From an optimization exercise on the open Yosys and OpenROAD flow, aimed at small area and a short achievable clock period; shortcuts taken in it are not production practice. Function was checked by simulation only, so behaviour that the tests miss may differ from the original.

v41:
## binomial_pipeline_schedule
module binomial_pipeline_schedule (
  input  logic                              clk_i,
  input  logic                              rst_ni,
  input  logic                              start_i,
  output logic                              busy_o,
  input  logic                              req_type_i,
  input  logic [bps_pkg::RankBits-1:0]      rank_i,
  input  logic [bps_pkg::StepBits-1:0]      step_i,
  input  logic                              cfg_we_i,
  input  logic [bps_pkg::CfgIdxBits-1:0]    cfg_idx_i,
  input  logic [bps_pkg::CfgDataBits-1:0]   cfg_wdata_i,
  output logic                              valid_o,
  output logic                              transfer_valid_o,
  output logic [bps_pkg::RankBits-1:0]      peer_rank_o,
  output logic [bps_pkg::BlockBits-1:0]     block_index_o,
  output logic [bps_pkg::StepBits-1:0]      forged_index_o
);
Size: roughly 2100 cells after synthesis, roughly 300 flip-flops, ~110 I/O pins, ~14000 um2 of cells after synthesis.
==> flow/config.mk <==
export PLATFORM = sky130hd
export DESIGN_NAME = binomial_pipeline_schedule
export DESIGN_NICKNAME = binomial_pipeline_schedule
export VERILOG_FILES = /design/flow/design.v
export SDC_FILE = /design/flow/constraint.sdc
export NUM_CORES = 4
export LEC_CHECK = 0
export ABC_AREA = 1
export CAP_MARGIN = 20
export CORE_MARGIN = 2
export CORE_UTILIZATION = 55
export SETUP_SLACK_MARGIN = 4.45
export SLEW_MARGIN = 20
==> flow/constraint.sdc <==
create_clock -name core_clock -period 7.0 [get_ports {clk_i}]
set_input_delay 1.4000 -clock core_clock [delete_from_list [all_inputs] [get_ports {clk_i}]]
set_output_delay 1.4000 -clock core_clock [all_outputs]
set_load 0.01 [all_outputs]
standard.sh (not shown) runs the stock make flow with config.mk's settings and CLKGATE_MAP_FILE= SYNTH_SCRIPT=/design/flow/synth_recipe.tcl, a recipe that flattens the netlist after the stock synthesis.
==> flow/flow/run.sh <==
#!/bin/bash
# The standard ORFS layout with two changes: Yosys's adder-cell mapping is off, so that ABC
# maps the arithmetic together with the rest of the logic, and the port buffers are
# buf_2 cells. Registers and everything else as in standard.sh; each tool's output lands
# in orfs/logs, make's own output in make_finish.log.
set -euo pipefail
cd "$(dirname "$0")/.."
bash standard.sh ADDER_MAP_FILE= "BUFFER_PORTS_ARGS=-buffer_cell sky130_fd_sc_hd__buf_2" finish > make_finish.log 2>&1
#### Input delta (v35 over v41)
# v41
export LEC_CHECK = 0
export ABC_AREA = 1
export CAP_MARGIN = 20
export CORE_MARGIN = 2
export CORE_UTILIZATION = 55
export SETUP_SLACK_MARGIN = 4.45
export SLEW_MARGIN = 20
create_clock -name core_clock -period 7.0 [get_ports {clk_i}]
# v35
export LEC_CHECK = 0
export ABC_AREA = 1
export CAP_MARGIN = 20
export CORE_MARGIN = 2
export CORE_UTILIZATION = 40
export CTS_CLUSTER_SIZE = 25
export SETUP_SLACK_MARGIN = 4.4
export SLEW_MARGIN = 20
create_clock -name core_clock -period 7.0 [get_ports {clk_i}]
==> comparison <==
- Compared with v41, v35 degrades overall die area.
- Delta (v35 minus v41): design area now sits lower, share of the final layout cell area in multi-input gates moved down.
- The achievable frequency of v35 was inferior to that of v41.
- v35 gives less met3 routing resource usage after global routing than v41 did.
- For the area added between synthesis and finish, v35 came in 0.45 points lower than v41 did.
The following lists how v59 was set up differently from v35:
# v35
export LEC_CHECK = 0
export ABC_AREA = 1
export CAP_MARGIN = 20
export CORE_MARGIN = 2
export CORE_UTILIZATION = 40
export CTS_CLUSTER_SIZE = 25
export SETUP_SLACK_MARGIN = 4.4
export SLEW_MARGIN = 20
create_clock -name core_clock -period 7.0 [get_ports {clk_i}]
# v59
export LEC_CHECK = 0
export ABC_AREA = 1
export CAP_MARGIN = 20
export CORE_MARGIN = 2
export CORE_UTILIZATION = 40
export SETUP_SLACK_MARGIN = 4.4
export SLEW_MARGIN = 20
create_clock -name core_clock -period 7.0 [get_ports {clk_i}]
==> flow/flow/run.sh <==
#!/bin/bash
# The standard ORFS layout with three changes: Yosys's adder-cell mapping is off, so that
# ABC maps the arithmetic together with the rest of the logic; ABC's area script leaves
# out its buffering and upsizing, which would size every gate for an unreachable delay
# target (placement-time repair sizes the gates instead); and the port buffers are buf_2
# cells. Registers and everything else as in standard.sh; each tool's output lands in
# orfs/logs, make's own output in make_finish.log.
set -euo pipefail
cd "$(dirname "$0")/.."
rm -rf scripts_abc
cp -r "$FLOW_HOME/scripts" scripts_abc
cp flow/abc_area.script scripts_abc/abc_area.script
bash standard.sh ADDER_MAP_FILE= "BUFFER_PORTS_ARGS=-buffer_cell sky130_fd_sc_hd__buf_2" \
  SCRIPTS_DIR="$PWD/scripts_abc" finish > make_finish.log 2>&1
==> flow/flow/abc_area.script (new file) <==
strash
dch
map -B 0.9
topo
stime -c
dnsize -c
==> comparison <==
- Summary of the comparison: portion of the clock cycle consumed by the worst path in the final layout is higher in v59, relative to v35.
- Via count | v59 above v35
- Critical path depth came out higher on v59 than on v35.
The following lists how v14 was set up differently from v59:
# v59
export LEC_CHECK = 0
export ABC_AREA = 1
export CAP_MARGIN = 20
export CORE_MARGIN = 2
export CORE_UTILIZATION = 40
export SETUP_SLACK_MARGIN = 4.4
export SLEW_MARGIN = 20
create_clock -name core_clock -period 7.0 [get_ports {clk_i}]
# v14
export LEC_CHECK = 0
export ABC_AREA = 1
export CAP_MARGIN = 20
export CORE_MARGIN = 2
export CORE_UTILIZATION = 40
export SETUP_SLACK_MARGIN = 4.3
export SLEW_MARGIN = 20
create_clock -name core_clock -period 7.0 [get_ports {clk_i}]
==> flow/flow/run.sh <==
#!/bin/bash
# The standard ORFS layout with two changes: Yosys's adder-cell mapping is off, so that ABC
# maps the arithmetic together with the rest of the logic, and the port buffers are
# buf_2 cells. Registers and everything else as in standard.sh; each tool's output lands
# in orfs/logs, make's own output in make_finish.log.
set -euo pipefail
cd "$(dirname "$0")/.."
bash standard.sh ADDER_MAP_FILE= "BUFFER_PORTS_ARGS=-buffer_cell sky130_fd_sc_hd__buf_2" finish > make_finish.log 2>&1
removed: flow/flow/abc_area.script
Results
When the final numbers for v59 and v14 were put side by side, the clock period minus worst slack turned out to be smaller in v14. Taking v59 as the reference point, the post-layout worst setup margin of v14 rises by 0.023 ns. ~same total wire length after detailed routing in v59 and v14. Maximum fanout encountered on the critical timing path ends up higher on v14. v14 -> v59: worst hold path cell count delta 0, exact match. On v14: via count is about 1.1% lower than what v59 gave. In v14 relative to v59, gate count of the mapped netlist had gone up slightly. v14 against v59; synthesized area is up slightly. v14 vs v59: die extent in y up in v14.

[separate check: timing with driven ports]
In the flow no input, the clock included, has a driving cell. The finished layouts below were timed again as built, in two steps. Step 1 (the two cells are an assumption about what drives the block):
set clk [get_ports {clk_i}]
set_driving_cell -lib_cell sky130_fd_sc_hd__clkbuf_16 $clk
set_driving_cell -lib_cell sky130_fd_sc_hd__buf_2 [delete_from_list [all_inputs] $clk]
Step 2, shift: input delay + t, output delay - t, t = (earliest + latest rising clock arrival at the registers) / 2. This alone moves slack from input paths to output paths. a / b / c = ideal ports / drivers / drivers and shift; a / b = the first two.
run | t (ns) | slack for setup (ns) | worst setup path after step 2 | clock arrival spread, ns
v41 | 0.603 | 4.532 / 4.507 / 4.488 | input to register | 0.019 / 0.019
v35 | 0.631 | 4.513 / 4.460 / 4.380 | input to register | 0.010 / 0.009
v59 | 0.583 | 4.470 / 4.470 / 4.110 | input to register | 0.026 / 0.027
v14 | 0.631 | 4.494 / 4.463 / 4.384 | input to register | 0.010 / 0.010
After both steps every run listed still meets setup and hold. For v59, which loses most, drivers alone change the setup slack by 0.000 ns; drivers and shift together by -0.360 ns.
